This design comes from an exercise in tuning for small area and a short achievable clock period on the open sky130 flow, not from production work. At most, simulation tests tie the RTL to the original design; equivalence was not proved. The RTL of runs 4 to 6 was laid out without a check of its function. Power is estimated from default activity; no workload was simulated.

==> design/flow/standard.sh <==
#!/bin/bash
# synth_recipe.tcl (not shown) runs the flow's synth.tcl, then flattens the netlist and writes it again
# the make line also repeats each setting of config.mk as NAME=value (left out here)
make -C /OpenROAD-flow-scripts/flow DESIGN_CONFIG=/design/flow/config.mk WORK_HOME=/design/flow/orfs CLKGATE_MAP_FILE= SYNTH_SCRIPT=/design/flow/synth_recipe.tcl "${@:-finish}"
==> design/flow/flow/abc_area.script <==
strash
dc2
dch
map -D 2250
topo
stime
==> design/flow/flow/synth.tcl <==
# The standard flow's synthesis script with ABC's mapping script replaced by the one
# named in MY_ABC_SCRIPT; everything else, registers included, is as in
# the standard synthesis.
proc synth {args} { yosys synth -nofsm -noshare {*}$args }
proc my_abc_args {name1 name2 op} {
  set i [lsearch -exact $::abc_args -script]
  if {$i >= 0 && [lindex $::abc_args [expr {$i + 1}]] ne $::env(MY_ABC_SCRIPT)} {
    set ::abc_args [lreplace $::abc_args [expr {$i + 1}] [expr {$i + 1}] $::env(MY_ABC_SCRIPT)]
  }
}
trace add variable ::abc_args write my_abc_args
source $::env(SCRIPTS_DIR)/synth.tcl
# left out here: clear keep_hierarchy, flatten, clean up, hide names made inside functions, write 1_2_yosys.v
==> design/flow/flow/run.sh <==
#!/bin/bash
# Own layout flow: the standard steps (standard.sh), except that
#  - synthesis leaves out Yosys's full-adder extraction (ADDER_MAP_FILE
#    empty) and maps with flow/abc_area.script, a delay-targeted ABC
#    mapping with area recovery, in place of ORFS's ABC script
#    (flow/synth.tcl swaps the script; the registers are unchanged);
#  - ports are buffered with buf_4 cells and timing repair aims for a
#    larger setup margin.
# Each step's full output goes to its own log file here.
set -euo pipefail
export MY_ABC_SCRIPT=$PWD/flow/abc_area.script
bash standard.sh ADDER_MAP_FILE= SYNTH_SCRIPT=$PWD/flow/synth.tcl synth > synth.log 2>&1
bash standard.sh SETUP_SLACK_MARGIN=10 "BUFFER_PORTS_ARGS=-buffer_cell sky130_fd_sc_hd__buf_4" finish > layout.log 2>&1
==> design/flow/design.v <==
package ternary_pkg;
    localparam int compute_slices = 2;
    localparam int lanes_per_byte = 5;
    localparam int array_rows = lanes_per_byte * compute_slices;
    localparam int acc_count = array_rows * compute_slices;
    localparam int acc_width = 16;
    localparam int byte_width = 8;
    localparam int result_shift = 8;
    typedef logic [acc_width-1:0] acc_t;
    typedef logic [byte_width-1:0] byte_t;
endpackage
`timescale 1ns/1ps
module weight_unpacker(packed_weights, pos, neg);
  input [7:0] packed_weights;
  wire [7:0] packed_weights;
  output [4:0] pos;
  wire [4:0] pos;
  output [4:0] neg;
  wire [4:0] neg;
  wire _000_;
  wire _001_;
  wire _002_;
  wire _003_;
  wire _004_;
  wire _005_;
  wire _006_;
  wire _007_;
  wire _008_;
  wire _009_;
  wire _010_;
  wire _011_;
  wire _012_;
  wire _013_;
  wire _014_;
  wire _015_;
  wire _016_;
  wire _017_;
  wire _018_;
  wire _019_;
  wire _020_;
  wire _021_;
  wire _022_;
  wire _023_;
  wire _024_;
  wire _025_;
  wire _026_;
  wire _027_;
  wire _028_;
  wire _029_;
  wire _030_;
  wire _031_;
  wire _032_;
  wire _033_;
  wire _034_;
  wire _035_;
  wire _036_;
  wire _037_;
  wire _038_;
  wire _039_;
  wire _040_;
  wire _041_;
  wire _042_;
  wire _043_;
  wire _044_;
  wire _045_;
  wire _046_;
  wire _047_;
  wire _048_;
  wire _049_;
  wire _050_;
  wire _051_;
  wire _052_;
  wire _053_;
  wire _054_;
  wire _055_;
  wire _056_;
  wire _057_;
  wire _058_;
  wire _059_;
  wire _060_;
  wire _061_;
  wire _062_;
  wire _063_;
  wire _064_;
  wire _065_;
  wire _066_;
  wire _067_;
  wire _068_;
  wire _069_;
  wire _070_;
  wire _071_;
  wire _072_;
  wire _073_;
  wire _074_;
  wire _075_;
  wire _076_;
  wire _077_;
  wire _078_;
  wire _079_;
  wire _080_;
  wire _081_;
  wire _082_;
  wire _083_;
  wire _084_;
  wire _085_;
  wire _086_;
  wire _087_;
  wire _088_;
  wire _089_;
  wire _090_;
  wire _091_;
  wire _092_;
  wire _093_;
  wire _094_;
  wire _095_;
  wire _096_;
  wire _097_;
  wire _098_;
  wire _099_;
  wire _100_;
  wire _101_;
  wire _102_;
  wire _103_;
  wire _104_;
  wire _105_;
  wire _106_;
  wire _107_;
  wire _108_;
  wire _109_;
  wire _110_;
  wire _111_;
  wire _112_;
  wire _113_;
  wire _114_;
  wire _115_;
  wire _116_;
  wire _117_;
  wire _118_;
  wire _119_;
  wire _120_;
  wire _121_;
  wire _122_;
  wire _123_;
  wire _124_;
  wire _125_;
  wire _126_;
  wire _127_;
  wire _128_;
  wire _129_;
  wire _130_;
  wire _131_;
  wire _132_;
  wire _133_;
  wire _134_;
  wire _135_;
  wire _136_;
  wire _137_;
  wire _138_;
  assign _058_ = ~packed_weights[6];
  assign _059_ = packed_weights[7] & ~(packed_weights[5]);
  assign _060_ = packed_weights[5] & ~(packed_weights[7]);
  assign _061_ = ~packed_weights[3];
  assign _062_ = packed_weights[1] & ~(packed_weights[4]);
  assign _063_ = ~(_062_ & packed_weights[5]);
  assign _064_ = ~(packed_weights[5] | packed_weights[2]);
  assign _065_ = packed_weights[4] & ~(packed_weights[1]);
  assign _066_ = _065_ & ~(packed_weights[0]);
  assign _067_ = _066_ & _064_;
  assign _068_ = _063_ & ~(_067_);
  assign _069_ = _061_ & ~(_068_);
  assign _070_ = packed_weights[5] & packed_weights[2];
  assign _071_ = _061_ & ~(_070_);
  assign _072_ = _070_ & ~(_061_);
  assign _073_ = ~(_072_ | _071_);
  assign _074_ = ~(packed_weights[1] & packed_weights[0]);
  assign _075_ = packed_weights[5] | ~(packed_weights[2]);
  assign _076_ = ~(_075_ | _074_);
  assign _077_ = _076_ | packed_weights[4];
  assign _078_ = _077_ | _073_;
  assign _079_ = packed_weights[4] & ~(_072_);
  assign _080_ = _079_ | _066_;
  assign _081_ = _078_ & ~(_080_);
  assign _082_ = _081_ | _069_;
  assign _083_ = ~packed_weights[4];
  assign _084_ = packed_weights[5] & ~(_074_);
  assign _085_ = _071_ & ~(_084_);
  assign _086_ = _083_ & ~(_085_);
  assign _087_ = ~packed_weights[1];
  assign _088_ = _087_ ? _064_ : _070_;
  assign _089_ = packed_weights[4] & ~(_070_);
  assign _090_ = _089_ | _066_;
  assign _091_ = packed_weights[3] ? _088_ : _090_;
  assign _092_ = _091_ | _086_;
  assign _093_ = packed_weights[3] & ~(packed_weights[0]);
  assign _094_ = packed_weights[0] & ~(packed_weights[3]);
  assign _095_ = _094_ & ~(_065_);
  assign _096_ = _062_ ? _093_ : _095_;
  assign _097_ = packed_weights[1] | ~(packed_weights[4]);
  assign _098_ = ~(_094_ | _093_);
  assign _099_ = _098_ & ~(_097_);
  assign _100_ = _099_ | _096_;
  assign _101_ = _100_ | _075_;
  assign _102_ = ~(_095_ | _062_);
  assign _103_ = _098_ | _066_;
  assign _104_ = _102_ & ~(_103_);
  assign _105_ = _062_ & ~(_093_);
  assign _106_ = _105_ & ~(_094_);
  assign _107_ = _106_ | _104_;
  assign _108_ = _101_ & ~(_107_);
  assign _109_ = _070_ | _064_;
  assign _110_ = _109_ & _100_;
  assign _111_ = _110_ | ~(_108_);
  assign _112_ = packed_weights[5] & ~(packed_weights[2]);
  assign _113_ = _107_ & ~(_112_);
  assign _114_ = _111_ & ~(_113_);
  assign _115_ = _070_ & ~(packed_weights[1]);
  assign _116_ = _063_ & ~(_115_);
  assign _117_ = _116_ | _061_;
  assign _118_ = ~packed_weights[7];
  assign _119_ = _076_ | _118_;
  assign _120_ = _119_ | _085_;
  assign _121_ = _117_ & ~(_120_);
  assign _122_ = _121_ & _114_;
  assign _123_ = _092_ & ~(_122_);
  assign _124_ = _100_ & ~(packed_weights[2]);
  assign _125_ = _124_ | _109_;
  assign _126_ = _125_ ? _107_ : _108_;
  assign _127_ = _118_ & ~(_126_);
  assign _128_ = _109_ | ~(_102_);
  assign _129_ = _112_ | _102_;
  assign _130_ = _101_ & ~(_129_);
  assign _131_ = _128_ & ~(_130_);
  assign _132_ = _118_ & ~(_131_);
  assign _133_ = _132_ | _127_;
  assign _134_ = ~(_133_ ^ _123_);
  assign _135_ = _134_ & ~(_082_);
  assign _136_ = _135_ | packed_weights[6];
  assign _137_ = _121_ | _058_;
  assign _138_ = _092_ & ~(_137_);
  assign _000_ = _118_ & ~(_082_);
  assign _001_ = _138_ & ~(_000_);
  assign _002_ = packed_weights[4] & ~(_001_);
  assign _003_ = _136_ & ~(_002_);
  assign _004_ = _060_ | ~(_003_);
  assign _005_ = _004_ & ~(_059_);
  assign pos[0] = _005_ ^ _058_;
  assign _006_ = ~(packed_weights[5] & packed_weights[4]);
  assign _007_ = _006_ | ~(pos[0]);
  assign _008_ = packed_weights[7] & ~(_007_);
  assign _009_ = _103_ | _096_;
  assign _010_ = ~_109_;
  assign _011_ = _097_ ? _010_ : _125_;
  assign _012_ = _009_ & ~(_011_);
  assign _013_ = ~_127_;
  assign _014_ = _114_ & ~(_058_);
  assign _015_ = _014_ | _013_;
  assign _016_ = _058_ & ~(_126_);
  assign _017_ = packed_weights[7] & ~(_016_);
  assign _018_ = _015_ & ~(_017_);
  assign _019_ = _114_ | packed_weights[6];
  assign _020_ = _019_ & ~(_014_);
  assign _021_ = _018_ & ~(_020_);
  assign _022_ = _013_ & ~(_021_);
  assign _023_ = ~(_022_ | _131_);
  assign _024_ = _023_ | _012_;
  assign _025_ = _024_ | _008_;
  assign _026_ = _022_ & _131_;
  assign _027_ = _026_ | _025_;
  assign neg[3] = ~_027_;
  assign _028_ = _135_ & ~(packed_weights[6]);
  assign neg[2] = _028_ | _001_;
  assign _029_ = _027_ | ~(_135_);
  assign _030_ = ~(packed_weights[3] | packed_weights[2]);
  assign _031_ = _083_ & ~(_030_);
  assign _032_ = _059_ & ~(_031_);
  assign _033_ = _032_ | _058_;
  assign _034_ = _123_ & ~(_136_);
  assign _035_ = _033_ & ~(_034_);
  assign _036_ = _082_ & ~(_019_);
  assign _037_ = _036_ & ~(_133_);
  assign _038_ = _037_ | _138_;
  assign _039_ = _038_ | _035_;
  assign pos[2] = _029_ & ~(_039_);
  assign _040_ = _060_ | _083_;
  assign _041_ = _040_ | _136_;
  assign _042_ = _041_ | pos[2];
  assign _043_ = packed_weights[4] & ~(_135_);
  assign _044_ = _060_ & ~(packed_weights[6]);
  assign _045_ = _044_ & ~(_043_);
  assign _046_ = ~_072_;
  assign _047_ = packed_weights[7] ? packed_weights[5] : _046_;
  assign _048_ = _003_ & ~(_047_);
  assign _049_ = _048_ | _045_;
  assign _050_ = _042_ & ~(_049_);
  assign _051_ = _005_ & ~(_044_);
  assign neg[1] = _050_ & ~(_051_);
  assign neg[0] = packed_weights[7] & ~(pos[0]);
  assign _052_ = _005_ | _058_;
  assign _053_ = packed_weights[7] & ~(_052_);
  assign _054_ = ~(_053_ | _016_);
  assign _055_ = _054_ | _114_;
  assign pos[4] = _055_ & ~(_018_);
  assign _056_ = _012_ & ~(_022_);
  assign pos[3] = _025_ & ~(_056_);
  assign pos[1] = ~(_050_ & _007_);
  assign _057_ = _053_ & _126_;
  assign neg[4] = _057_ | _021_;
endmodule
`timescale 1ns/1ps
module input_stager (
    input  logic       clk,
    input  logic       reset,
    input  logic       compute,
    input  logic [7:0] weights_in,
    input  logic [7:0] activations_in,
    output logic [9:0] row_pos,
    output logic [9:0] row_neg,
    output logic [7:0] act
);
    logic       slice;
    logic       slice_next;
    logic [7:0] fill_w0, fill_w1, fill_a0, held;
    logic [4:0] pos0, neg0, pos1, neg1;
    assign slice_next = !reset && compute && !slice;
    always_ff @(posedge clk) begin
        slice <= slice_next;
    end
    always_ff @(posedge clk) begin
        if (reset) begin
            fill_w0 <= 8'hff;
            fill_w1 <= 8'hff;
            fill_a0 <= 8'h00;
        end else if (slice) begin
            fill_w1 <= weights_in;
        end else begin
            fill_w0 <= weights_in;
            fill_a0 <= activations_in;
        end
    end
    always_ff @(posedge clk) begin
        if (slice) begin
            held <= reset ? 8'h00 : activations_in;
        end else if (slice_next) begin
            held <= fill_a0;
        end else if (reset) begin
            held <= 8'h00;
        end
    end
    always_ff @(posedge clk) begin
        if (slice || slice_next) begin
            act <= held;
        end else begin
            act <= fill_a0;
        end
    end
    weight_unpacker u_dec0 (.packed_weights(fill_w0), .pos(pos0), .neg(neg0));
    weight_unpacker u_dec1 (.packed_weights(fill_w1), .pos(pos1), .neg(neg1));
    always_ff @(posedge clk) begin
        if (!slice) begin
            row_pos <= {pos1, pos0};
            row_neg <= {neg1, neg0};
        end
    end
endmodule
`timescale 1ns/1ps
module mac_array (
    input  logic                   clk,
    input  logic                   clr_head,
    input  logic [9:0]             row_pos,
    input  logic [9:0]             row_neg,
    input  logic [7:0]             act,
    output ternary_pkg::acc_t [ternary_pkg::acc_count-1:0] acc_q
);
    for (genvar r = 0; r < ternary_pkg::array_rows; r++) begin : g_row
        logic [15:0] h, sum;
        logic [7:0]  t;
        logic [8:0]  c;
        logic [8:0]  ones, zeros;
        logic        inc, dec;
        assign h = clr_head ? 16'h0000 : acc_q[2*r];
        assign t    = ({8{row_pos[r]}} & act) | ({8{row_neg[r]}} & ~act);
        assign c[0] = row_neg[r];
        for (genvar i = 0; i < 8; i++) begin : g_lo
            assign sum[i]  = h[i] ^ t[i] ^ c[i];
            assign c[i+1]  = (h[i] & t[i]) | (c[i] & (h[i] ^ t[i]));
        end
        assign inc = c[8] & !t[7];
        assign dec = !c[8] & t[7];
        assign ones[0]  = 1'b1;
        assign zeros[0] = 1'b1;
        for (genvar i = 0; i < 8; i++) begin : g_hi
            assign ones[i+1]  = ones[i] & h[8+i];
            assign zeros[i+1] = zeros[i] & !h[8+i];
            assign sum[8+i]   = h[8+i] ^ ((inc & ones[i]) | (dec & zeros[i]));
        end
        always_ff @(posedge clk) begin
            acc_q[2*r]   <= acc_q[2*r+1];
            acc_q[2*r+1] <= sum;
        end
    end
endmodule
`timescale 1ns/1ps
module readout_queue (
    input  logic       clk,
    input  logic       reset,
    input  logic       compute,
    input  logic       clr,
    input  logic       clr_prev,
    input  logic       cap,
    input  logic       zero,
    input  ternary_pkg::acc_t [ternary_pkg::acc_count-1:0] acc_q,
    output logic [7:0] result_out
);
    localparam int N = ternary_pkg::acc_count;
    ternary_pkg::byte_t q [1:N-2];
    ternary_pkg::byte_t e [1:N-1];
    for (genvar n = 1; n < N; n++) begin : g_e
        if (n % 2 == 0) begin : g_head
            assign e[n] = cap ? (clr_prev ? 8'h00 : acc_q[n][15:8]) : q[n];
        end else if (n < N - 1) begin : g_tail
            assign e[n] = cap ? acc_q[n][15:8] : q[n];
        end else begin : g_last
            assign e[n] = cap ? acc_q[n][15:8] : q[n-1];
        end
    end
    always_ff @(posedge clk) begin
        for (int n = 1; n < N - 1; n++) begin
            q[n] <= e[n+1];
        end
    end
    always_ff @(posedge clk) begin
        if (reset) begin
            result_out <= '0;
        end else if (!compute) begin
            result_out <= clr ? 8'h00 : acc_q[1][15:8];
        end else begin
            result_out <= zero ? 8'h00 : e[1];
        end
    end
endmodule
`timescale 1ns/1ps
module ternary_matmul_top (
    input  logic       clk,
    input  logic       reset,
    input  logic [7:0] weights_in,
    input  logic [7:0] activations_in,
    input  logic       compute,
    output logic [7:0] result_out
);
    logic [9:0] row_pos, row_neg;
    logic [7:0] act;
    logic clr, clr_prev, clr_head, cap, zero;
    ternary_pkg::acc_t [ternary_pkg::acc_count-1:0] acc_q;
    always_ff @(posedge clk) begin
        clr      <= reset || !compute;
        clr_prev <= clr;
        clr_head <= reset || !compute || clr;
        cap      <= !reset && !compute;
        zero     <= reset || (zero && compute);
    end
    input_stager u_input_stager (
        .clk            (clk),
        .reset          (reset),
        .compute        (compute),
        .weights_in     (weights_in),
        .activations_in (activations_in),
        .row_pos         (row_pos),
        .row_neg        (row_neg),
        .act            (act)
    );
    mac_array u_mac_array (
        .clk      (clk),
        .clr_head (clr_head),
        .row_pos   (row_pos),
        .row_neg  (row_neg),
        .act      (act),
        .acc_q    (acc_q)
    );
    readout_queue u_readout_queue (
        .clk        (clk),
        .reset      (reset),
        .compute    (compute),
        .clr        (clr),
        .clr_prev   (clr_prev),
        .cap        (cap),
        .zero       (zero),
        .acc_q      (acc_q),
        .result_out (result_out)
    );
endmodule
==> design/flow/constraint.sdc <==
create_clock -name core_clock -period 14.0 [get_ports {clk}]
set_input_delay 2.8000 -clock core_clock [delete_from_list [all_inputs] [get_ports {clk}]]
set_output_delay 2.8000 -clock core_clock [all_outputs]
set_load 0.01 [all_outputs]
==> design/flow/config.mk <==
export PLATFORM = sky130hd
export DESIGN_NAME = ternary_matmul_top
export DESIGN_NICKNAME = ternary_matmul_top
export VERILOG_FILES = /design/flow/design.v
export SDC_FILE = /design/flow/constraint.sdc
export NUM_CORES = 4
export LEC_CHECK = 0
export CAP_MARGIN = 20
export CORE_MARGIN = 2
export CORE_UTILIZATION = 60
export CTS_BUF_LIST = sky130_fd_sc_hd__clkbuf_8 sky130_fd_sc_hd__clkbuf_16
export CTS_CLUSTER_DIAMETER = 100
export CTS_CLUSTER_SIZE = 30
export SLEW_MARGIN = 20
==> results.txt, run 1 <==
* Status: complete, no violations
* Critical setup path kind: flip-flop to output port
* PD cells at 165.9 nW/um2
* Hold Buf Count CTS at 0
* Worst-path cell chain: buf_4
* Max stage delay on crit path at 0.35 ns
* Cell row count at 66
* Largest net degree at the start of global routing at 140
* Worst-Skew Late Latency at 0.55 ns
* Crit. End Element: output port
* First-pass detailed-route iteration total at 5
* Cell family with most CP delay: flip-flops
* Slew HR at 33.30%
* EDFF count, synth at 36
* #FFs+latches synth at 538
* P_leak at 8.889 nW
* Routed WL at 38080 um
* Clock Sinks at between 500 and 600
* Top cell type's share of synthesized area at 50.64%
* Max-Cap Viols at 0
* Maximum vdd drop at 100.8 uV
* Root Buffer: clkbuf_16
* Least-Margin Pin Slew at 0.9992 ns
* DP HPWL at between 20000 and 25000 um
* Sequential area share after synthesis at 56.09%
* Hold Slack at 0.3277 ns
* CTS tree: yes
* Yosys cell types at 35
* Setup TNS at 0 ns
* Top post-synthesis cells by area: dfxtp_1 51%, nand2_1 12%, xor2_1 7.7%
* Antenna Nets Post-Route at 0
* Longest Clk Path Bufs at 3
* Clk_skew at 0.01749 ns
* Width of the die at 185.9 um
* Worst EP required at ~11 ns
* Setup violations, final at 0
* Top_reg_cell synth: dfxtp_1
* RD Place Congestion at 0.8431
* Core area at 32540 um2
* Avg Inst Size Synth at ~8.6 um2
* TritonCTS buffer count at 21
* CP Max Fanout at 1
* Mapped Nets at around 2.3k
* Buffers added on ports at 26
* First-pass GRT wire length at 63200 um
* Starting Density at 60.99%
* Cells after Synth at ~2.3k
* Initial antenna violation count at 0
* Synth area leader: dfxtp_1
* Final worst path period need at 3.797 ns
* Layout cell share with drive strength beyond 1 at 5.660%
* First-iteration detailed-routing DRC count at between 900 and 1k
* RSZ-0062 raised after global routing: true
* Tcrit/Tclk final at between 20% and 30%
* Buf+Inv Stages, Crit Path at 1
* WL/cell at 13.47 um
* Vias at ~15k
* Crit path DAT at 1.00 ns
* Synthesized area at 19840 um2
* Total Routing Usage GR at 22.18%
* Fmax at roughly 260 MHz
* Hold/Removal Path Class: flip-flop to flip-flop
* Area grow syn2layout at 8.430%
* Fin util at 66.13%
* H-tree depth at 1
* Async set-reset flop share out of synthesis at 0%
* Total global routing overflow at 0
* Top Ports at 27
* CTS clock-pin slew for the worst setup and hold paths at roughly 0.12 ns
* Most common cell after layout, fill and taps aside: nand2_1
* Most frequent cells in the layout: 641 x nand2_1, 493 x dfxtp_1, 223 x o21ai_0
* Warnings, synthesis at 6
* Nets at ~2.4k
* # diodes at 0
* Final number of max-transition violations at 0
* Vias per cell at 5.151
* Vias in the first global route at 13.89k
* # DRC at 0
* Startpoint Class: flip-flop
* Die ar. at 34540 um2
* Die Span Y at 185.9 um
* Hold Violations, Final at 0
* Slowest CP cell: dfxtp_1
==> final cells by class <==
class | instances | area, um2
Fill cell | 2796 | 11020
Clock inverter | 6 | 22.52
Tap cell | 442 | 553.0
Multi-Input combinational cell | 1586 | 8159
Timing Repair inverter | 1 | 11.26
Timing Repair Buffer | 38 | 320.3
Clock buffer | 22 | 539.3
Inverter | 194 | 767.0
Sequential cell | 538 | 11140
==> sequential cells by signal, indices dropped and copies added (netlist names) <==
| register | count |
|---|---|
| clr_head | 1 |
| u_input_stager.slice | 1 |
| u_readout_queue.q | 144 |
| u_input_stager.row_pos | 10 |
| zero | 1 |
| u_input_stager.held | 8 |
| clr_prev | 1 |
| u_input_stager.fill_w1 | 8 |
| clr | 1 |
| u_input_stager.act | 8 |
| u_readout_queue.result_out | 8 |
| u_input_stager.row_neg | 10 |
| u_input_stager.fill_w0 | 8 |
| u_input_stager.fill_a0 | 8 |
| u_mac_array.acc_q | 320 |
| cap | 1 |
==> metal layers <==
| layer | global-route usage (%) | vias up | part of all wire [%] |
|---|---|---|---|
| li1 | - | 7596 | - |
| met1 | 28.44 | 6724 | 46 |
| met2 | 40.34 | 200 | 48 |
| met3 | 2.211 | 41 | 3.5 |
| met4 | 4.945 | 0 | 2.2 |
| met5 | 0 | - | 0 |
==> stage by stage <==
step / total power [mW] / instance area, um2 / setup WS (ns) / cells
global route: 3.797 / 21520 / 9.927 / 2827
floorplan: 2.690 / 19870 / 10.09 / 2318
detailed placement: 2.870 / 20680 / 9.209 / 2795
global placement: 2.833 / 20680 / 9.387 / 2795
finish: 3.569 / 21520 / 10.20 / 2827
CTS: 3.586 / 21290 / 9.927 / 2824
==> kinds of logic (layout without fill, tap and decap cells) <==
group	after synthesis	in the layout	share of synthesized area (%)
compound gates	375	375	10.13
xor+xnor	230	230	10.15
buf+inv	194	261	3.670
flops	538	538	56.09
mux	2	2	0.1009
simple gates	979	979	19.85
==> final timing paths <==
check | start | endpoint | slack [ns] | cells after the start
max | u_readout_queue.result_out[3]$_SDFF_PP0_ | result_out[3] | 10.20 | 1
max reg2reg | u_input_stager.act[0]$_DFF_P_ | u_mac_array.acc_q[127]$_DFF_P_ | 10.33 | 21
min reg2reg | u_mac_array.acc_q[212]$_DFF_P_ | u_mac_array.acc_q[196]$_DFF_P_ | 0.33 | 0
min | u_mac_array.acc_q[212]$_DFF_P_ | u_mac_array.acc_q[196]$_DFF_P_ | 0.33 | 0
==> synthesized netlist by cell type (12+ instances only) <==
cell type	number
xor2_1	174
and3_2	12
xnor2_1	56
edfxtp_1	36
a21oi_1	93
clkinv_1	194
nor2_1	173
o22ai_1	12
nor3_1	40
dfxtp_1	502
o21ai_0	230
nand3_1	96
nand2_1	641
==> power breakdown <==
part           switching [mW]  internal (mW)  leakage, nW
registers               0.193           2.00         4.58
logic                   0.406          0.252         4.02
clock network           0.436          0.280        0.298
==> timing repair <==
| action | 4_1_cts | 5_1_grt |
|---|---|---|
| resized for setup | 7 | 56 |
| pin swaps | 0 | 1 |
| setup endpoints to repair | 48 | 55 |
| cloned | 0 | 1 |
| buffers inserted | 1 | 2 |
==> inputs of run 2 (changes only) <==
--- a/design/flow/flow/run.sh
+++ b/design/flow/flow/run.sh
@@ -11,3 +11,3 @@
 export MY_ABC_SCRIPT=$PWD/flow/abc_area.script
 bash standard.sh ADDER_MAP_FILE= SYNTH_SCRIPT=$PWD/flow/synth.tcl synth > synth.log 2>&1
-bash standard.sh SETUP_SLACK_MARGIN=10 "BUFFER_PORTS_ARGS=-buffer_cell sky130_fd_sc_hd__buf_4" finish > layout.log 2>&1
+bash standard.sh SETUP_SLACK_MARGIN=9.8 "BUFFER_PORTS_ARGS=-buffer_cell sky130_fd_sc_hd__buf_4" finish > layout.log 2>&1
--- a/design/flow/config.mk
+++ b/design/flow/config.mk
@@ -9,5 +9,4 @@
 export CORE_MARGIN = 2
 export CORE_UTILIZATION = 60
-export CTS_BUF_LIST = sky130_fd_sc_hd__clkbuf_8 sky130_fd_sc_hd__clkbuf_16
 export CTS_CLUSTER_DIAMETER = 100
 export CTS_CLUSTER_SIZE = 30
==> run 2 against run 1 <==
  * Total power down 0.28%
  * Clock power about the same
  * Critical endpoint is now u_readout_queue.result_out[3]$_SDFF_PP0_
  * Area after synthesis unchanged
  * Non-clock buffer count down 1
==> results.txt, run 2 <==
* Status: complete, no violations
* Clock Sinks at 538 (unchanged)
* Post-DP Area at 20680 um2 (about the same)
* Most frequent cells in the layout: 641 x nand2_1, 495 x dfxtp_1, 228 x o21ai_0
* TritonCTS buffer count at 21 (unchanged)
* Core area at 32540 um2 (unchanged)
* Worst EP required at 14.46 ns (+3.26 ns)
* Top post-synthesis cells by area: dfxtp_1 51%, nand2_1 12%, xor2_1 7.7%
* Top cell type's share of synthesized area at 50.64% (unchanged)
* Biggest register: u_mac_array.acc_q
* Synth Area in Simple Gates at 19.85% (unchanged)
* Synthesized area at 19840 um2 (unchanged)
* Max reg flops at 320 (unchanged)
* Routed WL at 37250 um (-2.2%)
* Combinational Power Share at 18.3% (about the same)
* Hold Slack at 0.3296 ns (+0.001915 ns)
* First-pass detailed-route iteration total at 5 (unchanged)
* Sequential area share after synthesis at 56.09% (unchanged)
* Largest net degree at the start of global routing at 140 (unchanged)
* CP Max Fanout at 19 (+18)
* Longest Clk Path Bufs at 3 (unchanged)
* Buffers added on ports at 26 (unchanged)
* RD Place Congestion at 0.8336 (-1.1%)
* Maximum vdd drop at 114.8 uV (+14%)
* RSZ-0062 raised after global routing: false
* Root Buffer: clkbuf_16
* Internal power at 2.537 mW (about the same)
* Worst-path cell chain: buf_4 -> clkinv_1 -> nand2_1 -> nor2_1 -> a21oi_2 -> o21ai_0
* Post-route insts no fill at 2826 (-0.035%)
* Hold Buf Count CTS at 0 (unchanged)
* Cell with the most instances after synthesis: nand2_1
* Crit path DAT at 4.53 ns (+3.53 ns)
* Synth cell count leaders: 641 x nand2_1, 502 x dfxtp_1, 230 x o21ai_0
* Async set-reset flop share out of synthesis at 0% (unchanged)
* First-iteration detailed-routing DRC count at 989 (+0.92%)
* Max-Cap Viols at 0 (unchanged)
* Sw Ratio at 28.73% (-0.25 points)
* Die Span Y at 185.9 um (unchanged)
* Cell row count at 66 (unchanged)
* Warnings, synthesis at 6 (unchanged)
* Final worst path period need at 4.071 ns (+0.2742 ns)
* Most common cell after layout, fill and taps aside: nand2_1
* Crit. End Element: flip-flop
* Width of the die at 185.9 um (unchanged)
* Worst-Skew Late Latency at 0.55 ns (about the same)
* Critical setup path kind: input pin to flip-flop
* Synth area leader: dfxtp_1
* Setup TNS at 0 ns (unchanged)
* Fmax at 245.6 MHz (-6.7%)
* P_leak at 8.831 nW (-0.65%)
* Tcrit/Tclk final at 29.08% (+2.0 points)
* Adder-Cell Fraction of Synth Area at 0% (unchanged)
* CTS clock-pin slew for the worst setup and hold paths at 0.11 ns (about the same)
* DR top layer: met4
* #FFs+latches synth at 538 (unchanged)
* Metal-1 WL at 17770 um (+0.77%)
* Compound-cell area share of the yosys netlist at 10.13% (unchanged)
* Seq pwr share at 61.6% (about the same)
* Largest family of logic cells by synthesized area: simple AND/OR/NAND/NOR gates
* Least-Margin Pin Slew at 1.013 ns (+0.01418 ns)
* Die ar. at 34540 um2 (unchanged)
* Slowest CP cell: nor2_1
* Met2 WL at 17810 um (-2.5%)
* Total Routing Usage GR at 21.79% (-0.39 points)
* Hold/Removal Path Class: flip-flop to flip-flop
* Fin area at 21380 um2 (-0.62%)
* First-pass GRT wire length at 62420 um (-1.2%)
* Vias at 14.49k (-0.49%)
* Initial antenna violation count at 0 (unchanged)
* Area grow syn2layout at 7.762%
* Layout cell share with drive strength beyond 1 at 4.656% (-1.0 points)
* Starting Density at 60.99% (unchanged)
* DP HPWL at 23610 um (-0.34%)
* Slew HR at 32.35% (-0.95 points)
* WL/cell at 13.18 um (-2.1%)
* Clk_skew at 0.01638 ns (-0.001108 ns)
* # DRC at 0 (unchanged)
* Total global routing overflow at 0 (unchanged)
* Xor/xnor share of the synthesized area at 10.15% (unchanged)
* Biggest regs: u_mac_array.acc_q: 320 flops, u_readout_queue.q: 144 flops
* Max stage delay on crit path at 0.66 ns (+0.31 ns)
* Mux cell area share after synthesis at 0.1009% (unchanged)
* Startpoint Class: input pin
* Vias per cell at 5.127 (-0.46%)
* Hold Violations, Final at 0 (unchanged)
* Fin util at 65.72% (-0.41 points)
* NetSw at 1.023 mW (-1.1%)
* H-tree depth at 1 (unchanged)
* PD cells at 166.4 nW/um2 (+0.34%)
* Cells after Synth at 2318 (unchanged)
* Top Ports at 27 (unchanged)
* Avg Inst Size Synth at 8.561 um2 (unchanged)
* Clock share of power at 20.1% (about the same)
* Vias in the first global route at 13.45k (-3.2%)
* EDFF count, synth at 36 (unchanged)
* Met3 routed WL at 1024 um (-23%)
* Placed instance count at 2795 (unchanged)
* Yosys cell types at 35 (unchanged)
* Antenna Nets Post-Route at 0 (unchanged)
* Final number of max-transition violations at 0 (unchanged)
* CTS tree: yes
* Nets at 2398 (-0.042%)
* # diodes at 0 (unchanged)
* Top_reg_cell synth: dfxtp_1
* Setup violations, final at 0 (unchanged)
* Mapped Nets at 2337 (unchanged)
-- run 2: critical path: cells and delay by family --
family	cells	cell delay, ns
simple gates	2	0.83
compound gates	2	0.44
buf+inv	2	0.45
-- run 2: logic make-up after synthesis --
logic type             Yosys count
buffers and inverters          194
AO/OA/AOI/OAI                  375
flip-flops                     538
XOR/XNOR                       230
multiplexers                     2
AND/OR/NAND/NOR                979
-- run 2: routing by layer --
metal	up-vias	global-route usage (%)
li1	7616	-
met1	6657	29.16
met2	172	38.45
met3	44	2.015
met4	0	4.504
met5	-	0
-- run 2: layout make-up --
type	instances	area [um2]
Fill cell	2781	11150
Sequential cell	538	11140
Multi-Input combinational cell	1586	8050
Inverter	194	764.5
Clock buffer	28	561.8
Tap cell	442	553.0
Timing Repair Buffer	37	301.5
Timing Repair inverter	1	11.26
-- run 2: power groups by stage --
stage | Clock [mW] | Sequential, mW | Combinational [mW]
2_1_floorplan | 0 | 2.18 | 0.513
4_1_cts | 0.743 | 2.20 | 0.650
3_3_place_gp | 0 | 2.21 | 0.620
6_report | 0.715 | 2.19 | 0.651
5_1_grt | 0.796 | 2.24 | 0.757
3_5_place_dp | 0 | 2.23 | 0.642
-- run 2: what timing repair did --
| item | in CTS | in global routing |
|---|---|---|
| hold endpoints to repair | 0 | 0 |
| gates cloned | 0 | 1 |
| endpoints found under the setup margin | 11 | 62 |
| setup buffers | 0 | 2 |
| gates resized for setup | 2 | 28 |
-- run 2: worst paths after layout --
path | to | cells after the start | from | slack (ns)
min | u_mac_array.acc_q[134]$_DFF_P_ | 0 | u_mac_array.acc_q[150]$_DFF_P_ | 0.33
min reg2reg | u_mac_array.acc_q[134]$_DFF_P_ | 0 | u_mac_array.acc_q[150]$_DFF_P_ | 0.33
max reg2reg | u_mac_array.acc_q[127]$_DFF_P_ | 21 | u_input_stager.act[0]$_DFF_P_ | 10.17
max | u_readout_queue.result_out[3]$_SDFF_PP0_ | 6 | reset | 9.93
-- run 2: per-stage QoR --
step           power, mW  setup slack (ns)
3_5_place_dp       2.871             9.303
6_report           3.559             9.929
2_1_floorplan      2.690             9.952
5_1_grt            3.798             9.804
4_1_cts            3.590             9.847
3_3_place_gp       2.833             9.363
==> inputs of run 3 (changes only) <==
--- a/design/flow/flow/run.sh
+++ b/design/flow/flow/run.sh
@@ -11,3 +11,3 @@
 export MY_ABC_SCRIPT=$PWD/flow/abc_area.script
 bash standard.sh ADDER_MAP_FILE= SYNTH_SCRIPT=$PWD/flow/synth.tcl synth > synth.log 2>&1
-bash standard.sh SETUP_SLACK_MARGIN=9.8 "BUFFER_PORTS_ARGS=-buffer_cell sky130_fd_sc_hd__buf_4" finish > layout.log 2>&1
+bash standard.sh SETUP_SLACK_MARGIN=10.1 "BUFFER_PORTS_ARGS=-buffer_cell sky130_fd_sc_hd__buf_4" finish > layout.log 2>&1
==> run 3 against run 2 <==
  * Critical path depth is 5 lower
  * Fmax is 6.9% higher
  * Via count is 1.2% higher
  * Design area is 1.1% higher
  * Clock power is 1% higher
  * Global-route usage is 0.61 points higher
  * Final cell count is 0.18% higher
  * Setup slack better by 0.26 ns
  * Utilization is 0.75 points higher
  * Register-to-register slack better by 0.25 ns
  * Largest cell class unchanged
  * Largest power group unchanged
==> results.txt, run 3 <==
* TritonCTS buffer count at 21 (unchanged)
* Critical setup path kind: flip-flop to output port
* CP Max Fanout at 1 (-18)
* Setup TNS at 0 ns (unchanged)
* First-pass GRT wire length at 63680 um (+2.0%)
* Cell row count at 66 (unchanged)
* RD Place Congestion at 0.8431 (+1.1%)
* Routed WL at 38670 um (+3.8%)
* Final number of max-transition violations at 0 (unchanged)
* PD cells at 165.7 nW/um2 (-0.47%)
* RSZ-0062 raised after global routing: true
* Longest Clk Path Bufs at 3 (unchanged)
* Hold/Removal Path Class: flip-flop to flip-flop
* Synthesized area at 19840 um2 (unchanged)
* Top cell type's share of synthesized area at 50.64% (unchanged)
* P_leak at 8.898 nW (+0.76%)
* Least-Margin Pin Slew at 1.007 ns (-0.006565 ns)
* Clk_skew at 0.01710 ns (+0.0007212 ns)
* Crit. End Element: output port
* Post-route insts no fill at 2831 (+0.18%)
* Buffers added on ports at 26 (unchanged)
* Synth cell count leaders: 641 x nand2_1, 502 x dfxtp_1, 230 x o21ai_0
* Worst-Skew Late Latency at 0.54 ns (about the same)
* Status: complete, no violations
* Initial antenna violation count at 0 (unchanged)
* Buf+Inv Stages, Crit Path at 1 (-1)
* Maximum vdd drop at 101.0 uV (-12%)
* Nets at 2403 (+0.21%)
* Fin util at 66.47% (+0.75 points)
* Antenna Nets Post-Route at 0 (unchanged)
* Total global routing overflow at 0 (unchanged)
* Worst-path cell chain: buf_4
* Warnings, synthesis at 6 (unchanged)
* #FFs+latches synth at 538 (unchanged)
* Async set-reset flop share out of synthesis at 0% (unchanged)
* Design Power at 3.583 mW (+0.67%)
* Slew HR at 32.79% (+0.44 points)
* Avg Inst Size Synth at 8.561 um2 (unchanged)
* First-pass detailed-route iteration total at 5 (unchanged)
* Max reg flops at 320 (unchanged)
* Max-Cap Viols at 0 (unchanged)
* Vias in the first global route at 13.95k (+3.7%)
* Layout cell share with drive strength beyond 1 at 6.321% (+1.7 points)
* Tcrit/Tclk final at 27.21% (-1.9 points)
* CTS clock-pin slew for the worst setup and hold paths at 0.11 ns (about the same)
* Sequential area share after synthesis at 56.09% (unchanged)
* EDFF count, synth at 36 (unchanged)
* Largest net degree at the start of global routing at 81 (-42%)
* Yosys cell types at 35 (unchanged)
* Placed instance count at 2795 (unchanged)
* Cells after Synth at 2318 (unchanged)
* Max stage delay on crit path at 0.35 ns (-0.31 ns)
* Biggest register: u_mac_array.acc_q
* Starting Density at 60.99% (unchanged)
* H-tree depth at 1 (unchanged)
* Setup violations, final at 0 (unchanged)
* Mapped Nets at 2337 (unchanged)
* Width of the die at 185.9 um (unchanged)
* # diodes at 0 (unchanged)
* Vias per cell at 5.180 (+1.0%)
* Most frequent cells in the layout: 641 x nand2_1, 490 x dfxtp_1, 217 x o21ai_0
* WL/cell at 13.66 um (+3.6%)
* Slowest CP cell: dfxtp_1
* Fillcell total at 2786 (+0.18%)
* Cell family with most CP delay: flip-flops
* Cell with the most instances after synthesis: nand2_1
* Crit path DAT at 1.01 ns (-3.52 ns)
* Final worst path period need at 3.809 ns (-0.2622 ns)
* Core area at 32540 um2 (unchanged)
* DP HPWL at 23690 um (+0.34%)
* CTS tree: yes
* Die Span Y at 185.9 um (unchanged)
* Root Buffer: clkbuf_16
* Most common cell after layout, fill and taps aside: nand2_1
* Vias at 14.67k (+1.2%)
* Hold Buf Count CTS at 0 (unchanged)
* Synth area leader: dfxtp_1
* Top Ports at 27 (unchanged)
* Clock Sinks at 538 (unchanged)
* Die ar. at 34540 um2 (unchanged)
* Area grow syn2layout at 8.991%
* Startpoint Class: flip-flop
* Worst EP required at 11.20 ns (-3.26 ns)
* Hold Violations, Final at 0 (unchanged)
* # DRC at 0 (unchanged)
* Biggest regs: u_mac_array.acc_q: 320 flops, u_readout_queue.q: 144 flops
* Total Routing Usage GR at 22.40% (+0.61 points)
* Fmax at 262.5 MHz (+6.9%)
* Top post-synthesis cells by area: dfxtp_1 51%, nand2_1 12%, xor2_1 7.7%
* First-iteration detailed-routing DRC count at 980 (-0.91%)
* Top_reg_cell synth: dfxtp_1
[run 3: cell counts after synthesis]
No cell type changed its count.
[run 3: area by class of cell]
type	count	area (um2)	share of cell area, %
multi-input cells	1586	8209	37.96
well taps	442	553.0	2.557
flip-flops and latches	538	11160	51.58
inverters	194	764.5	3.535
clock buffers	28	561.8	2.597
repair buffers	42	367.9	1.701
repair inverters	1	16.27	0.07521
[run 3: repair_timing]
| action | in CTS | in global routing |
|---|---|---|
| cloned | 1 | 1 |
| endpoints found under the setup margin | 55 | 57 |
| buffers inserted | 1 | 5 |
| resized for setup | 12 | 73 |
| pin swaps | 0 | 3 |
[run 3: power breakdown]
part           leakage, nW  total [mW]  switching, mW  internal, mW
registers             4.58        2.20          0.194          2.00
logic                 4.05       0.665          0.410         0.255
clock network        0.273       0.722          0.437         0.285
[run 3: cells by family after synthesis]
kind of cell           after synthesis  share of synthesized area (%)
AND/OR/NAND/NOR                    979                          19.85
flip-flops                         538                          56.09
AO/OA/AOI/OAI                      375                          10.13
XOR/XNOR                           230                          10.15
buffers and inverters              194                          3.670
multiplexers                         2                         0.1009
[run 3: per-stage QoR]
| step | worst slack (ns) | cell area, um2 | hold slack, ns |
|---|---|---|---|
| global route | 10.03 | 21630 | 0.3424 |
| finish | 10.19 | 21630 | 0.3275 |
| detailed placement | 9.209 | 20680 | 0.3128 |
| CTS | 10.04 | 21320 | 0.3370 |
| global placement | 9.387 | 20680 | 0.3097 |
| floorplan | 10.09 | 19870 | 0.3096 |
[run 3: final timing paths]
kind / start / to / slack [ns] / depth (start not counted)
worst min-delay path: u_mac_array.acc_q[212]$_DFF_P_ / u_mac_array.acc_q[196]$_DFF_P_ / 0.33 / 0
worst min register to register: u_mac_array.acc_q[212]$_DFF_P_ / u_mac_array.acc_q[196]$_DFF_P_ / 0.33 / 0
worst max register to register: u_input_stager.act[0]$_DFF_P_ / u_mac_array.acc_q[127]$_DFF_P_ / 10.42 / 21
worst max-delay path: u_readout_queue.result_out[3]$_SDFF_PP0_ / result_out[3] / 10.19 / 1
[run 3: per-layer routing]
metal  global-route usage [%]  up-vias  wire length, um
met3                    2.211       38             1297
met4                    5.102        0              741
met5                        0        -                0
met1                    28.56     6817            17950
met2                    40.89      205            18680
li1                         -     7605                -
==> inputs of run 4 (changes only) <==
--- a/design/flow/design.v
+++ b/design/flow/design.v
@@ -372,4 +372,6 @@
     output ternary_pkg::acc_t [ternary_pkg::acc_count-1:0] acc_q
 );
+    ternary_pkg::acc_t [ternary_pkg::acc_count-1:0] acc_n;
+    assign acc_q = ~acc_n;
     for (genvar r = 0; r < ternary_pkg::array_rows; r++) begin : g_row
         logic [15:0] h, sum;
@@ -378,5 +380,5 @@
         logic [8:0]  ones, zeros;
         logic        inc, dec;
-        assign h = clr_head ? 16'h0000 : acc_q[2*r];
+        assign h = clr_head ? 16'h0000 : ~acc_n[2*r];
         assign t    = ({8{row_pos[r]}} & act) | ({8{row_neg[r]}} & ~act);
         assign c[0] = row_neg[r];
@@ -395,6 +397,6 @@
         end
         always_ff @(posedge clk) begin
-            acc_q[2*r]   <= acc_q[2*r+1];
-            acc_q[2*r+1] <= sum;
+            acc_n[2*r]   <= acc_n[2*r+1];
+            acc_n[2*r+1] <= ~sum;
         end
     end
--- a/design/flow/flow/run.sh
+++ b/design/flow/flow/run.sh
@@ -11,3 +11,3 @@
 export MY_ABC_SCRIPT=$PWD/flow/abc_area.script
 bash standard.sh ADDER_MAP_FILE= SYNTH_SCRIPT=$PWD/flow/synth.tcl synth > synth.log 2>&1
-bash standard.sh SETUP_SLACK_MARGIN=10.1 "BUFFER_PORTS_ARGS=-buffer_cell sky130_fd_sc_hd__buf_4" finish > layout.log 2>&1
+bash standard.sh SETUP_SLACK_MARGIN=10 "BUFFER_PORTS_ARGS=-buffer_cell sky130_fd_sc_hd__buf_4" finish > layout.log 2>&1
==> run 4 against run 3 <==
  * Still clean
  * Setup slack got worse by 0.0071 ns
  * Total power decreased by 0.42%
  * Sequential share of layout area grew 0.44 points
  * Worst hold slack better by 0.0015 ns
  * Area after synthesis down 1.4%
  * Design area decreased by 0.83%
  * Via count fell by 5.1%
  * Clock-buffer cell count rose by 1
  * Critical endpoint is now result_out[0]
==> results.txt, run 4 <==
* Status: complete, no violations
* Total global routing overflow at 0 (unchanged)
* Largest net degree at the start of global routing at 82 (+1.2%)
* # diodes at 0 (unchanged)
* Internal power at 2.563 mW (+0.84%)
* Mapped Nets at 2255 (-3.5%)
* Post-route insts no fill at 2760 (-2.5%)
* Placed instance count at 2710 (-3.0%)
* Layout cell share with drive strength beyond 1 at 5.867% (-0.45 points)
* Worst Setup EP: result_out[0]
* H-tree depth at 1 (unchanged)
* Async set-reset flop share out of synthesis at 0% (unchanged)
* Crit path DAT at 1.02 ns (about the same)
* NetSw at 1.005 mW (-3.5%)
* Die ar. at 34090 um2 (-1.3%)
* Top cell type's share of synthesized area at 51.34% (+0.70 points)
* Vias in the first global route at 13.05k (-6.5%)
* Core area at 32370 um2 (-0.51%)
* Top_reg_cell synth: dfxtp_1
* Critical setup path kind: flip-flop to output port
* Biggest regs: u_mac_array.acc_n: 320 flops, u_readout_queue.q: 144 flops
* Longest Clk Path Bufs at 3 (unchanged)
* Design Power at 3.568 mW (-0.42%)
* #FFs+latches synth at 538 (unchanged)
* Yosys cell types at 28 (-20%)
* EDFF count, synth at 36 (unchanged)
* Avg Inst Size Synth at 8.754 um2 (+2.3%)
* TritonCTS buffer count at 22 (+4.8%)
* Clock Sinks at 538 (unchanged)
* Crit. End Element: output port
* Top Ports at 27 (unchanged)
* Maximum vdd drop at 117.6 uV (+16%)
* Critical Path Start: u_readout_queue.result_out[0]$_SDFF_PP0_
* Synth cell count leaders: 502 x dfxtp_1, 470 x nand2_1, 328 x nor2_1
* R2R depth at 24 (+14%)
* Routed WL at 35400 um (-8.5%)
* Worst EP required at 11.20 ns (about the same)
* Area grow syn2layout at 9.569%
* P_leak at 8.882 nW (-0.19%)
* Tcrit/Tclk final at 27.26% (+0.051 points)
* Worst-path cell chain: buf_4
* # DRC at 0 (unchanged)
* First-pass detailed-route iteration total at 5 (unchanged)
* Max reg flops at 320 (unchanged)
* Initial antenna violation count at 0 (unchanged)
* Synthesized area at 19580 um2 (-1.4%)
* Slew HR at 34.74% (+2.0 points)
* Worst-Skew Late Latency at 0.56 ns (+0.02 ns)
* Hold Buf Count CTS at 0 (unchanged)
* Width of the die at 184.6 um (-0.66%)
* CTS tree: yes
* Clock share of power at 21.4% (+1.3 points)
* Combinational Power Share at 17.2% (-1.4 points)
* Vias at 13.91k (-5.1%)
* WL/cell at 12.83 um (-6.1%)
* Total Routing Usage GR at 20.92% (-1.5 points)
* Warnings, synthesis at 6 (unchanged)
* RD Place Congestion at 0.8681 (+3.0%)
* Most frequent cells in the layout: 491 x dfxtp_1, 467 x nand2_1, 325 x nor2_1
* Buf+Inv Stages, Crit Path at 1 (unchanged)
* Least-Margin Pin Slew at 0.9789 ns (-0.02794 ns)
* RSZ-0062 raised after global routing: true
* Root Buffer: clkbuf_16
* Sequential area share after synthesis at 56.86% (+0.77 points)
* Max-Cap Viols at 0 (unchanged)
* Startpoint Class: flip-flop
* Die Span Y at 184.6 um (-0.66%)
* Buffers added on ports at 26 (unchanged)
* Worst r2r dst: u_input_stager.row_neg[1]$_DFFE_PN_
* R2r setup slk at 10.31 ns (-0.11 ns)
* Final worst path period need at 3.816 ns (+0.007100 ns)
* Cell with the most instances after synthesis: dfxtp_1
* Cell row count at 66 (unchanged)
* Final number of max-transition violations at 0 (unchanged)
* Hold Violations, Final at 0 (unchanged)
* Hold/Removal Path Class: flip-flop to flip-flop
* DP HPWL at 22870 um (-3.4%)
* CTS clock-pin slew for the worst setup and hold paths at 0.11 ns (about the same)
* Cells after Synth at 2236 (-3.5%)
* Critical path depth at 1 (unchanged)
* Vias per cell at 5.041 (-2.7%)
* Biggest register: u_mac_array.acc_n
* Setup violations, final at 0 (unchanged)
* Fillcell total at 2677 (-3.9%)
* Max stage delay on crit path at 0.34 ns (about the same)
* Fmax at 262.0 MHz (-0.19%)
* Nets at 2330 (-3.0%)
* Sw Ratio at 28.16% (-0.89 points)
* Slowest CP cell: dfxtp_1
* Antenna Nets Post-Route at 0 (unchanged)
* Top post-synthesis cells by area: dfxtp_1 51%, nand2_1 9.0%, xor2_1 7.2%
* Most common cell after layout, fill and taps aside: dfxtp_1
* CP Max Fanout at 1 (unchanged)
* Seq pwr share at 61.4% (about the same)
* First-iteration detailed-routing DRC count at 775 (-21%)
* Starting Density at 60.47% (-0.52 points)
* PD cells at 166.4 nW/um2 (+0.42%)
* Cell family with most CP delay: flip-flops
* Clk_skew at 0.02207 ns (+0.004965 ns)
* Reg2Reg Launch Point: u_input_stager.fill_w0[4]$_SDFFE_PP1N_
* Setup TNS at 0 ns (unchanged)
* Synth area leader: dfxtp_1
* First-pass GRT wire length at 59730 um (-6.2%)
-- run 4: cell count changes in the layout (fill, tap and decap cells not counted), moves of 8 or more --
cell / delta
clkinv_1: -32
xnor2_1: +14
a21oi_1: +39
nor2_1: +159
o21ai_1: -8
o2bb2ai_1: +9
xor2_1: -14
nor3_2: -8
a21boi_1: +8
maj3_1: +20
buf_4: +8
nand2_1: -174
o21ai_0: -8
nand3_1: -54
-- run 4: how the worst min path moves through the flow --
stage                                         from                        endpoint  cells past startpoint  slack, ns
floorplan            u_mac_array.acc_n[16]$_DFF_P_    u_mac_array.acc_n[0]$_DFF_P_                      0       0.31
global placement    u_mac_array.acc_n[247]$_DFF_P_  u_mac_array.acc_n[231]$_DFF_P_                      0       0.31
detailed placement  u_mac_array.acc_n[183]$_DFF_P_  u_mac_array.acc_n[167]$_DFF_P_                      0       0.31
CTS                 u_mac_array.acc_n[183]$_DFF_P_  u_mac_array.acc_n[167]$_DFF_P_                      0       0.33
global route        u_mac_array.acc_n[208]$_DFF_P_  u_mac_array.acc_n[192]$_DFF_P_                      0       0.34
finish              u_mac_array.acc_n[183]$_DFF_P_  u_mac_array.acc_n[167]$_DFF_P_                      0       0.33
-- run 4: area by class of cell --
cell class | count | area [um2] | share of cell area (%)
clock buffer | 29 | 598.1 | 2.788
inverter | 162 | 621.8 | 2.899
clock inverter | 2 | 46.29 | 0.2158
tap | 442 | 553.0 | 2.578
sequential | 538 | 11160 | 52.02
timing repair buffer | 51 | 506.7 | 2.363
multi-input combinational | 1536 | 7965 | 37.14
-- run 4: per-layer routing --
layer	wire length (um)	share of wire [%]	global-route usage, %	vias to the layer above
li1	-	-	-	7395
met5	0	0	0	-
met3	972	2.7	2.114	34
met2	16530	47	37.02	143
met1	17380	49	28.02	6340
met4	524	1.5	3.905	0
-- run 4: cell families (layout without fill, tap and decap cells) --
| kind of cell | Yosys count | in the layout | synth area share (%) |
|---|---|---|---|
| flip-flops | 538 | 538 | 56.86 |
| AO/OA/AOI/OAI | 397 | 397 | 10.91 |
| XOR/XNOR | 231 | 231 | 10.34 |
| buffers and inverters | 162 | 244 | 3.106 |
| adder cells (fa/ha/maj) | 20 | 20 | 1.023 |
| AND/OR/NAND/NOR | 888 | 888 | 17.76 |
-- run 4: metrics by stage --
| stage | setup WS (ns) | utilization [%] | hold slack, ns | cell area (um2) |
|---|---|---|---|---|
| final | 10.18 | 66.26 | 0.3290 | 21450 |
| after global routing | 9.930 | 66.26 | 0.3382 | 21450 |
| after CTS | 9.949 | 65.34 | 0.3288 | 21150 |
| after detailed placement | 8.645 | 62.96 | 0.3121 | 20380 |
| after global placement | 8.793 | 62.96 | 0.3098 | 20380 |
| after floorplan | 10.02 | - | 0.3096 | 19590 |
-- run 4: power by group through the flow --
stage | Clock (mW) | Sequential [mW] | Combinational [mW]
finish | 0.764 | 2.19 | 0.614
global route | 0.842 | 2.24 | 0.709
CTS | 0.788 | 2.20 | 0.593
detailed placement | 0 | 2.23 | 0.583
global placement | 0 | 2.22 | 0.563
floorplan | 0 | 2.17 | 0.475
-- run 4: timing repair --
| action | in CTS | in global routing |
|---|---|---|
| gates cloned | 1 | 2 |
| resized for setup | 22 | 47 |
| hold endpoints to repair | 0 | 0 |
| setup buffers | 2 | 14 |
| endpoints found under the setup margin | 72 | 49 |
| pin swaps | 0 | 2 |
==> inputs of run 5 (changes only) <==
==> design/flow/flow/abc_area.script (replaced) <==
strash
dc2
dch
map -D 2500
topo
stime
==> run 5 against run 4 <==
  * Critical endpoint is now u_mac_array.acc_n[31]$_DFF_P_
  * Sequential power is essentially flat
  * Fmax grew 0.26%
  * Clock power shrank 5.1%
  * Critical path type is now flip-flop to flip-flop
  * Largest cell class unchanged
==> results.txt, run 5 <==
* Status: complete, no violations
* Synth Area in Simple Gates at 15.67% (-2.1 points)
* EDFF count, synth at 36 (unchanged)
* First-iteration detailed-routing DRC count at 693 (-11%)
* Largest family of logic cells by synthesized area: simple AND/OR/NAND/NOR gates
* Setup TNS at 0 ns (unchanged)
* Antenna Nets Post-Route at 0 (unchanged)
* Final number of max-transition violations at 0 (unchanged)
* Biggest register: u_mac_array.acc_n
* WL/cell at 14.42 um (+12%)
* Avg Inst Size Synth at 9.190 um2 (+5.0%)
* CP Max Fanout at 10 (+9)
* Worst EP required at 14.48 ns (+3.28 ns)
* # DRC at 0 (unchanged)
* Xor/xnor share of the synthesized area at 10.87% (+0.53 points)
* Met3 routed WL at 1066 um (+9.7%)
* First-pass GRT wire length at 61670 um (+3.2%)
* Buffers added on ports at 26 (unchanged)
* Cell row count at 65 (-1.5%)
* Vias in the first global route at 12.99k (-0.42%)
* Post-DP Area at 20210 um2 (-0.83%)
* DP HPWL at 23520 um (+2.8%)
* TritonCTS buffer count at 21 (-4.5%)
* Total Routing Usage GR at 21.99% (+1.1 points)
* Setup violations, final at 0 (unchanged)
* Combinational Power Share at 19.1% (+1.9 points)
* Max-Cap Viols at 0 (unchanged)
* Clk_skew at 0.01704 ns (-0.005033 ns)
* R2r setup slk at 10.19 ns (-0.12 ns)
* DR top layer: met4
* Max reg flops at 320 (unchanged)
* Startpoint Class: flip-flop
* Layout cell share with drive strength beyond 1 at 13.58% (+7.7 points)
* Tcrit/Tclk final at 27.19% (-0.071 points)
* Hold Buf Count CTS at 0 (unchanged)
* # diodes at 0 (unchanged)
* Adder-Cell Fraction of Synth Area at 2.121% (+1.1 points)
* Warnings, synthesis at 6 (unchanged)
* Starting Density at 61.15% (+0.68 points)
* Buf+Inv Stages, Crit Path at 1 (unchanged)
* Top_reg_cell synth: dfxtp_1
* Least-Margin Pin Slew at 0.9625 ns (-0.01634 ns)
* Synth cell count leaders: 502 x dfxtp_1, 339 x nand2_1, 300 x nor2_1
* Hold/Removal Path Class: flip-flop to flip-flop
* P_leak at 8.885 nW (about the same)
* Most frequent cells in the layout: 492 x dfxtp_1, 331 x nand2_1, 283 x nor2_1
* PD cells at 165.1 nW/um2 (-0.75%)
* Final worst path period need at 3.806 ns (-0.009900 ns)
* Hold Violations, Final at 0 (unchanged)
* Vias at 13.87k (-0.28%)
* Vias per cell at 5.267 (+4.5%)
* Total global routing overflow at 0 (unchanged)
* Largest net degree at the start of global routing at 85 (+3.7%)
* Routed WL at 37980 um (+7.3%)
* Worst-path cell chain: clkbuf_8 -> nand2_1 -> o21ai_2 -> maj3_2 -> maj3_2 -> maj3_2 -> maj3_2 -> maj3_2 -> nand2_1 -> nand2_2 -> a21boi_2 -> and3_4 -> o21ai_2 -> nor3_4 -> nand4_1 -> mux2i_1 -> xnor2_1
* NetSw at 1.021 mW (+1.6%)
* Yosys cell types at 28 (unchanged)
* Initial antenna violation count at 0 (unchanged)
* Synthesized area at 19340 um2 (-1.2%)
* Cells after Synth at 2105 (-5.9%)
* RD Place Congestion at 0.8605 (-0.88%)
* #FFs+latches synth at 538 (unchanged)
* Clock share of power at 20.1% (-1.3 points)
* Core area at 31640 um2 (-2.3%)
* CP most frequent cell: maj3_2
* Top post-synthesis cells by area: dfxtp_1 52%, xor2_1 6.8%, o21ai_0 6.6%
* Mapped Nets at 2124 (-5.8%)
* Seq pwr share at 60.8% (-0.6 points)
* Async set-reset flop share out of synthesis at 0% (unchanged)
* Worst-Skew Late Latency at 0.55 ns (about the same)
* Fmax at 262.7 MHz (+0.26%)
* Die Span Y at 183.6 um (-0.58%)
* RSZ-0062 raised after global routing: true
* Slowest CP cell: dfxtp_4
* First-pass detailed-route iteration total at 7 (+2)
* Critical setup path kind: flip-flop to flip-flop
* Top Ports at 27 (unchanged)
* Slew HR at 35.83% (+1.1 points)
* Maximum vdd drop at 105.4 uV (-10%)
* Met2 WL at 18440 um (+12%)
* Sequential area share after synthesis at 57.54% (+0.68 points)
* CTS clock-pin slew for the worst setup and hold paths at 0.12 ns (about the same)
* Die ar. at 33690 um2 (-1.2%)
* Internal power at 2.588 mW (+0.96%)
* Cell family with most CP delay: adder cells
* Mux cell area share after synthesis at 0.05174% (+0.052 points)
* Most common cell after layout, fill and taps aside: dfxtp_1
* Metal-1 WL at 17760 um (+2.2%)
* Max stage delay on crit path at 0.37 ns (+0.03 ns)
* CTS tree: yes
* Crit. End Element: flip-flop
* Width of the die at 183.6 um (-0.58%)
* Crit path DAT at 4.29 ns (+3.27 ns)
* Fillcell total at 2551 (-4.7%)
* Top cell type's share of synthesized area at 51.95% (+0.61 points)
* Fin area at 21860 um2 (+1.9%)
* Compound-cell area share of the yosys netlist at 11.75% (+0.84 points)
* H-tree depth at 1 (unchanged)
* Biggest regs: u_mac_array.acc_n: 320 flops, u_readout_queue.q: 144 flops
* Sw Ratio at 28.30% (+0.13 points)
* Synth area leader: dfxtp_1
* Clock Sinks at 538 (unchanged)
* Cell with the most instances after synthesis: dfxtp_1
* Area grow syn2layout at 13.00%
* Nets at 2244 (-3.7%)
* Longest Clk Path Bufs at 3 (unchanged)
* Root Buffer: clkbuf_16
-- run 5: worst reg2reg max path, stage by stage, from the launching register on --
cell and delay [ns]:
dfxtp_4 0.37, clkbuf_8 0.17, nand2_1 0.09, o21ai_2 0.07, maj3_2 0.33, maj3_2 0.33, maj3_2 0.34, maj3_2 0.33
maj3_2 0.33, nand2_1 0.08, nand2_2 0.07, a21boi_2 0.20, and3_4 0.22, o21ai_2 0.09, nor3_4 0.25, nand4_1 0.14
mux2i_1 0.19, xnor2_1 0.14
-- run 5: routing by layer --
layer	global-route usage, %	vias to the layer above
li1	-	7220
met1	29.33	6450
met2	38.79	153
met3	2.199	50
met4	4.832	0
met5	0	-
-- run 5: cell families (layout without fill, tap and decap cells) --
family | after synthesis | in the layout
simple gates | 750 | 750
flops | 538 | 538
compound gates | 432 | 432
xor+xnor | 240 | 240
buf+inv | 103 | 230
fa+ha+maj | 41 | 41
mux | 1 | 1
-- run 5: area by class of cell --
class,instances,area [um2],area share [%]
flip-flops and latches,538,11160,51.03
multi-input cells,1464,8343,38.17
repair buffers,97,874.6,4.001
clock buffers,30,569.3,2.604
well taps,402,503.0,2.301
inverters,103,414.1,1.895
-- run 5: power groups by stage --
stage / clock, mW / sequential, mW / combinational, mW
6_report: 0.725 / 2.19 / 0.691
5_1_grt: 0.802 / 2.24 / 0.782
4_1_cts: 0.748 / 2.19 / 0.625
3_5_place_dp: 0 / 2.24 / 0.580
3_3_place_gp: 0 / 2.22 / 0.566
2_1_floorplan: 0 / 2.17 / 0.470
-- run 5: through the flow --
stage          hold WS [ns]  utilization [%]  total power, mW  worst slack (ns)  std cells
6_report             0.3247            69.10            3.609             10.19       2634
5_1_grt              0.3337            69.10            3.825             9.926       2634
4_1_cts              0.3302            66.79            3.564             9.934       2594
3_5_place_dp         0.3121            63.89            2.816             8.957       2540
3_3_place_gp         0.3102            63.80            2.789             9.071       2539
2_1_floorplan        0.3096                -            2.641             9.497       2105
-- run 5: final timing paths --
check	startpoint	to	cells after the start
worst min register to register	u_mac_array.acc_n[305]$_DFF_P_	u_mac_array.acc_n[289]$_DFF_P_	0
worst max register to register	u_input_stager.act[0]$_DFF_P_	u_mac_array.acc_n[31]$_DFF_P_	17
worst max-delay path	u_input_stager.act[0]$_DFF_P_	u_mac_array.acc_n[31]$_DFF_P_	17
worst min-delay path	u_mac_array.acc_n[305]$_DFF_P_	u_mac_array.acc_n[289]$_DFF_P_	0
-- run 5: what timing repair did --
| item | 4_1_cts | 5_1_grt |
|---|---|---|
| buffers inserted | 23 | 38 |
| resized for setup | 49 | 134 |
| pin swaps | 11 | 48 |
| cloned | 1 | 2 |
| setup endpoints to repair | 73 | 46 |
==> inputs of run 6 (changes only) <==
==> design/flow/flow/abc_area.script (replaced) <==
strash
dc2
dch
map -D 2000
topo
stime
==> run 6 against run 5 <==
  * Register-to-register slack improved by 0.11 ns
  * Clock power down 0.6%
  * Worst hold slack gained 0.0085 ns
  * Setup slack got worse by 0.025 ns
  * Design area is 0.98% lower
  * Critical path depth fell by 11
  * Fmax decreased by 0.66%
  * Combinational power shrank 8.1%
  * Routed wire length hardly changed
  * Synthesized cell count up 10%
==> results.txt, run 6 <==
* Yosys cell types at 33 (+18%)
* Routed WL at 37990 um (about the same)
* Most frequent cells in the layout: 511 x nand2_1, 496 x dfxtp_1, 329 x nor2_1
* Crit path DAT at 4.25 ns (-0.04 ns)
* CTS clock-pin slew for the worst setup and hold paths at 0.11 ns (about the same)
* Die ar. at 34650 um2 (+2.8%)
* Top Ports at 27 (unchanged)
* Fin util at 66.36% (-2.7 points)
* Maximum vdd drop at 100.5 uV (-4.7%)
* Cells after Synth at 2326 (+10%)
* Crit. End Element: flip-flop
* Biggest register: u_mac_array.acc_n
* Hold/Removal Path Class: flip-flop to flip-flop
* Cell row count at 66 (+1.5%)
* Clk_skew at 0.01616 ns (-0.0008748 ns)
* Clock Sinks at 538 (unchanged)
* TritonCTS buffer count at 21 (unchanged)
* Worst-Skew Late Latency at 0.54 ns (about the same)
* Final number of max-transition violations at 0 (unchanged)
* Multi-input gate area at 8308 um2 (-0.42%)
* Max reg flops at 320 (unchanged)
* First-iteration detailed-routing DRC count at 708 (+2.2%)
* Nets at 2414 (+7.6%)
* # DRC at 0 (unchanged)
* Vias per cell at 5.255 (-0.22%)
* Longest Clk Path Bufs at 3 (unchanged)
* Total global routing overflow at 0 (unchanged)
* PD cells at 164.0 nW/um2 (-0.66%)
* Async set-reset flop share out of synthesis at 0% (unchanged)
* Sequential area share after synthesis at 55.91% (-1.6 points)
* Setup violations, final at 0 (unchanged)
* Fmax at 261.0 MHz (-0.66%)
* Cell with the most instances after synthesis: nand2_1
* Biggest regs: u_mac_array.acc_n: 320 flops, u_readout_queue.q: 144 flops
* Startpoint Class: input pin
* RSZ-0062 raised after global routing: true
* Root Buffer: clkbuf_16
* Most common cell after layout, fill and taps aside: nand2_1
* Die Span Y at 186.1 um (+1.4%)
* Storage cell area at 11150 um2 (about the same)
* Max-Cap Viols at 0 (unchanged)
* Warnings, synthesis at 6 (unchanged)
* First-pass detailed-route iteration total at 5 (-2)
* Vias in the first global route at 14.23k (+9.5%)
* Synthesized area at 19910 um2 (+2.9%)
* Core area at 32620 um2 (+3.1%)
* Buffers added on ports at 26 (unchanged)
* Avg Inst Size Synth at 8.558 um2 (-6.9%)
* Largest net degree at the start of global routing at 93 (+9.4%)
* CP Max Fanout at 20 (+10)
* Layout cell share with drive strength beyond 1 at 4.833% (-8.7 points)
* Top_reg_cell synth: dfxtp_1
* Width of the die at 186.1 um (+1.4%)
* P_leak at 8.976 nW (+1.0%)
* Mapped Nets at 2345 (+10%)
* Hold Buf Count CTS at 0 (unchanged)
* Final worst path period need at 3.831 ns (+0.02510 ns)
* DP HPWL at 24440 um (+3.9%)
* Status: complete, no violations
* RD Place Congestion at 0.8655 (+0.58%)
* Synth cell count leaders: 511 x nand2_1, 502 x dfxtp_1, 331 x nor2_1
* #FFs+latches synth at 538 (unchanged)
* Setup TNS at 0 ns (unchanged)
* WL/cell at 13.37 um (-7.3%)
* Synth area leader: dfxtp_1
* CTS tree: yes
* Tcrit/Tclk final at 27.37% (+0.18 points)
* Hold Violations, Final at 0 (unchanged)
* First-pass GRT wire length at 64540 um (+4.7%)
* Top post-synthesis cells by area: dfxtp_1 50%, nand2_1 9.6%, nor2_1 6.2%
* Area grow syn2layout at 8.730%
[run 6: final timing paths]
kind                                                      from                                  endpoint  slack (ns)  cells past startpoint
worst max-delay path                                     reset  u_readout_queue.result_out[4]$_SDFF_PP0_       10.17                      6
worst min-delay path            u_mac_array.acc_n[183]$_DFF_P_            u_mac_array.acc_n[167]$_DFF_P_        0.33                      0
worst max register to register                clr_head$_DFF_P_            u_mac_array.acc_n[159]$_DFF_P_       10.30                     19
worst min register to register  u_mac_array.acc_n[183]$_DFF_P_            u_mac_array.acc_n[167]$_DFF_P_        0.33                      0
[run 6: cell type report]
class / instances / area share, %
Inverter: 165 / 2.879
Timing Repair Buffer: 46 / 2.093
Clock buffer: 28 / 2.596
Tap cell: 442 / 2.555
Multi-Input combinational cell: 1623 / 38.38
Sequential cell: 538 / 51.49
[run 6: what timing repair did]
item,CTS,global route
pin swaps,0,6
cloned,1,2
setup endpoints to repair,81,67
buffers inserted,2,9
gates resized for setup,17,28
[run 6: where the power goes]
part	switching, mW	leakage, nW	internal [mW]
logic	0.372	4.11	0.263
registers	0.202	4.59	1.99
clock network	0.437	0.273	0.285
[run 6: cells by family (layout without fill, tap and decap cells)]
group	after synthesis	count (layout)	synth area share (%)
compound gates	414	414	11.33
xor+xnor	194	194	8.535
fa+ha+maj	20	20	1.006
buf+inv	165	239	3.111
flops	538	538	55.91
simple gates	995	995	20.11
[run 6: per-stage QoR]
stage	cells	setup WS [ns]	area [um2]	total power [mW]	hold slack (ns)
2_1_floorplan	2326	10.02	19920	2.660	0.3096
3_3_place_gp	2800	8.790	20710	2.802	0.3099
3_5_place_dp	2800	8.682	20710	2.837	0.3121
4_1_cts	2831	9.999	21410	3.558	0.3356
5_1_grt	2842	9.950	21640	3.775	0.3392
6_report	2842	10.17	21640	3.550	0.3331
[run 6: layer usage]
| metal | wire length, um | up-vias | track usage (%) |
|---|---|---|---|
| met5 | 0 | - | 0 |
| met1 | 18400 | 6889 | 29.64 |
| met4 | 938 | 0 | 5.732 |
| met3 | 953 | 54 | 2.064 |
| met2 | 17700 | 186 | 39.11 |
| li1 | - | 7807 | - |
[run 6: worst max-delay path: stages]
cell        delay [ns]
buf_4             0.21
clkinvlp_4        0.37
nand2_1           0.23
nor2_2            0.13
a22oi_2           0.36
o21ai_0           0.13

Re-timed with assumed drivers on the ports (clkbuf_16 on the clock, buf_2 on other inputs), run 6 has 10.139 ns of setup slack against 10.169 ns with ideal ports, and 9.603 ns once port delays also move by the mid clock arrival of 0.591 ns.
